Background: an optimization exercise with open tools, aiming at small area and a short achievable clock period. Do not read the settings as production practice.
RTL that was checked went through simulation tests only; none was proved equivalent to the original.

==> flow/design.v (excerpt) <==
module dac_engine (
    input  wire                                    adc_clk,
    input  wire                                    reset,
    input  wire  [dac_engine_pkg::REG_ADDR_W-1:0]  awaddr,
    input  wire                                    awvalid,
    output logic                                   awready,
    input  wire  [31:0]                            wdata,
    input  wire                                    wvalid,
    output logic                                   wready,
    output logic                                   bvalid,
    output logic [1:0]                             bresp,
    input  wire                                    bready,
    input  wire  [dac_engine_pkg::REG_ADDR_W-1:0]  araddr,
    input  wire                                    arvalid,
    output logic                                   arready,
    output logic [31:0]                            rdata,
    output logic                                   rvalid,
    output logic [1:0]                             rresp,
    input  wire                                    rready,
    output logic [dac_engine_pkg::DATA_W-1:0]      dac_a,
    output logic [dac_engine_pkg::DATA_W-1:0]      dac_b
);
For scale: about 15,000 cells after synthesis, about 4,400 flip-flops, ~120 I/O pins, roughly 160,000 um2 of cells after synthesis.
==> flow/config.mk <==
export PLATFORM = sky130hd
export DESIGN_NAME = dac_engine
export DESIGN_NICKNAME = dac_engine
export VERILOG_FILES = /design/flow/design.v
export SDC_FILE = /design/flow/constraint.sdc
export NUM_CORES = 4
export LEC_CHECK = 0
export CAP_MARGIN = 20
export CORE_MARGIN = 2
export CORE_UTILIZATION = 50
export SLEW_MARGIN = 20
==> flow/constraint.sdc <==
create_clock -name core_clock -period 5.0 [get_ports {adc_clk}]
set_input_delay 1.0000 -clock core_clock [delete_from_list [all_inputs] [get_ports {adc_clk}]]
set_output_delay 1.0000 -clock core_clock [all_outputs]
set_load 0.01 [all_outputs]
run.sh (not shown) runs the stock make flow with config.mk's settings and CLKGATE_MAP_FILE= SYNTH_SCRIPT=/design/flow/synth_recipe.tcl, a recipe that flattens the netlist after the stock synthesis.
The first run did not get past global routing (GRT-0116).
Then changed:
--- a/flow/design.v
+++ b/flow/design.v
@@ -52,35 +52,34 @@
     output logic [dac_engine_pkg::SEL_W-1:0]       dac_b_select,
     output logic                                   lut_run_once,
     output logic                                   trig_pulse,
     output logic                                   lut_wr_en,
     output logic [dac_engine_pkg::LUT_ADDR_W-1:0]  lut_wr_addr,
     output logic [dac_engine_pkg::DATA_W-1:0]      lut_wr_data,
-    output logic                                   lut_hold,        
-    output logic [dac_engine_pkg::LUT_ADDR_W-1:0]  lut_hold_addr,   
     output logic [dac_engine_pkg::PERIOD_W-1:0]    pulse_low,
     output logic [dac_engine_pkg::PERIOD_W-1:0]    pulse_high,
     output logic [dac_engine_pkg::DATA_W-1:0]      pulse_val
 );
     logic        wr_accept;   
     logic        rd_accept;   
     logic [31:0] lut_reg;     
     logic [31:0] rd_word;     
-    assign wr_accept = awready;
-    assign rd_accept = arready;
-    assign wready = awready;   
+    assign wr_accept = awready && awvalid && wvalid;
+    assign rd_accept = arready && arvalid;
     assign bresp = 2'b00;   
     assign rresp = 2'b00;
     assign lut_wr_addr = lut_reg[16 +: LUT_ADDR_W];
     assign lut_wr_data = lut_reg[DATA_W-1:0];
     always_ff @(posedge adc_clk or posedge reset) begin
         if (reset) begin
             awready <= 1'b0;
+            wready  <= 1'b0;
             bvalid  <= 1'b0;
         end else begin
             awready <= awvalid && wvalid && !awready && !bvalid;   
+            wready  <= awvalid && wvalid && !awready && !bvalid;
             if (wr_accept) begin
                 bvalid <= 1'b1;
             end else if (bready) begin
                 bvalid <= 1'b0;   
             end
         end
@@ -90,34 +89,29 @@
             dac_a_select <= '0;
             dac_b_select <= '0;
             lut_run_once <= 1'b0;
             trig_pulse   <= 1'b0;
             lut_wr_en    <= 1'b0;
             lut_reg      <= '0;
-            lut_hold     <= 1'b1;
-            lut_hold_addr <= '1;
             pulse_low    <= '0;
             pulse_high   <= '0;
             pulse_val    <= '0;
         end else begin
             trig_pulse <= 1'b0;   
             lut_wr_en  <= 1'b0;
-            lut_hold   <= 1'b1;
             if (wr_accept) begin
                 case (awaddr)
                     REG_CTRL: begin
                         dac_a_select <= wdata[0 +: SEL_W];
                         dac_b_select <= wdata[4 +: SEL_W];
                         lut_run_once <= wdata[8];
                     end
                     REG_TRIG: trig_pulse <= wdata[0];   
                     REG_LUT: begin
                         lut_reg   <= wdata;
                         lut_wr_en <= 1'b1;   
-                        lut_hold      <= 1'b0;
-                        lut_hold_addr <= ~wdata[16 +: LUT_ADDR_W];
                     end
                     REG_PULSE_LOW:  pulse_low  <= wdata;
                     REG_PULSE_HIGH: pulse_high <= wdata;
                     REG_PULSE_VAL:  pulse_val  <= wdata[DATA_W-1:0];
                     default: ;   
                 endcase
@@ -164,61 +158,34 @@
     input  wire                                    reset,
     input  wire                                    lut_run_once,
     input  wire                                    trig_pulse,
     input  wire                                    lut_wr_en,
     input  wire  [dac_engine_pkg::LUT_ADDR_W-1:0]  lut_wr_addr,
     input  wire  [dac_engine_pkg::DATA_W-1:0]      lut_wr_data,
-    input  wire                                    lut_hold,        
-    input  wire  [dac_engine_pkg::LUT_ADDR_W-1:0]  lut_hold_addr,   
     output logic [dac_engine_pkg::DATA_W-1:0]      lut_sample
 );
-    localparam int N = 2**LUT_ADDR_W;
+    logic [DATA_W-1:0]     pattern_ram [2**LUT_ADDR_W];
     logic [LUT_ADDR_W-1:0] rd_addr;     
     logic                  addr_last;   
     logic                  addr_en;
     assign addr_last = &rd_addr;
     assign addr_en = !addr_last || !lut_run_once || trig_pulse;
     always_ff @(posedge adc_clk or posedge reset) begin
         if (reset) begin
             rd_addr <= '0;
         end else if (addr_en) begin
             rd_addr <= rd_addr + LUT_ADDR_W'(1);   
         end
     end
-    logic [15:0] wr_lo, wr_hi;    
-    logic [15:0] hd_lo, hd_hi;    
-    logic [N-1:0] rd_sel;         
-    always_comb begin
-        for (int k = 0; k < 16; k++) begin
-            wr_lo[k] = lut_wr_en && (lut_wr_addr[3:0] == 4'(k));
-            wr_hi[k] = (lut_wr_addr[7:4] == 4'(k));
-            hd_lo[k] = !lut_hold && (lut_hold_addr[3:0] == ~4'(k));
-            hd_hi[k] = (lut_hold_addr[7:4] == ~4'(k));
-        end
-        for (int e = 0; e < N; e++) begin
-            rd_sel[e] = (rd_addr == LUT_ADDR_W'(e));
-        end
-    end
-    logic [DATA_W-1:0] pattern_ram [N];
-    for (genvar e = 0; e < N; e++) begin : g_word
-        logic we, hold;
-        assign we   = wr_hi[e / 16] && wr_lo[e % 16];
-        assign hold = !(hd_hi[e / 16] && hd_lo[e % 16]);
-        always_ff @(posedge adc_clk) begin
-            pattern_ram[e] <= ({DATA_W{we}} & lut_wr_data) | ({DATA_W{hold}} & pattern_ram[e]);
-        end
-    end
-    logic [DATA_W-1:0] rd_word;
-    always_comb begin
-        rd_word = '0;
-        for (int e = 0; e < N; e++) begin
-            rd_word = rd_word | ({DATA_W{rd_sel[e]}} & pattern_ram[e]);
+    always_ff @(posedge adc_clk) begin
+        if (lut_wr_en) begin
+            pattern_ram[lut_wr_addr] <= lut_wr_data;
         end
     end
     always_ff @(posedge adc_clk) begin
-        lut_sample <= rd_word;
+        lut_sample <= pattern_ram[rd_addr];
     end
 endmodule
 `default_nettype wire
 `timescale 1ns/100ps
 `default_nettype none
 import dac_engine_pkg::*;
@@ -337,14 +304,12 @@
     logic [SEL_W-1:0]      dac_b_select;
     logic                  lut_run_once;
     logic                  trig_pulse;    
     logic                  lut_wr_en;
     logic [LUT_ADDR_W-1:0] lut_wr_addr;
     logic [DATA_W-1:0]     lut_wr_data;
-    logic                  lut_hold;
-    logic [LUT_ADDR_W-1:0] lut_hold_addr;
     logic [PERIOD_W-1:0]   pulse_low;
     logic [PERIOD_W-1:0]   pulse_high;
     logic [DATA_W-1:0]     pulse_val;
     logic [DATA_W-1:0]     lut_sample;
     logic [DATA_W-1:0]     pulse_sample;
     dac_engine_regs i_regs (
=> The changed run completed without violations. Synthesized cell count shrinks by 44%. Area after synthesis grows by 4.1%.
Only the layout flow was run in the first run of this note; the RTL was not checked for function there.

[afterwards: timing with drivers on the ports]
The flow's constraints put no driver on any port. The routed layout listed below was extracted and timed again, unchanged, in two steps. Step 1 sets driving cells, clkbuf_16 on the clock port and buf_2 on the other inputs (assumed; they add their load-dependent delay and slew). Step 2, shift: input delay + t, output delay - t, t = (earliest + latest rising clock arrival at the registers) / 2. This alone moves slack from input paths to output paths. Slacks: ideal ports / drivers / drivers and shift; pairs: ideal ports / drivers.
run: the second run
t (ns): 1.067
slack for setup (ns): 0.267 / 0.267 / 0.267
slew at the worst register clock pin (ns): 0.07 / 0.07
worst data-port slew with drivers (ns): 0.08
After both steps the second run still meets setup and hold. The setup slack of the second run moves by 0.000 ns with the drivers and by 0.000 ns with both steps.
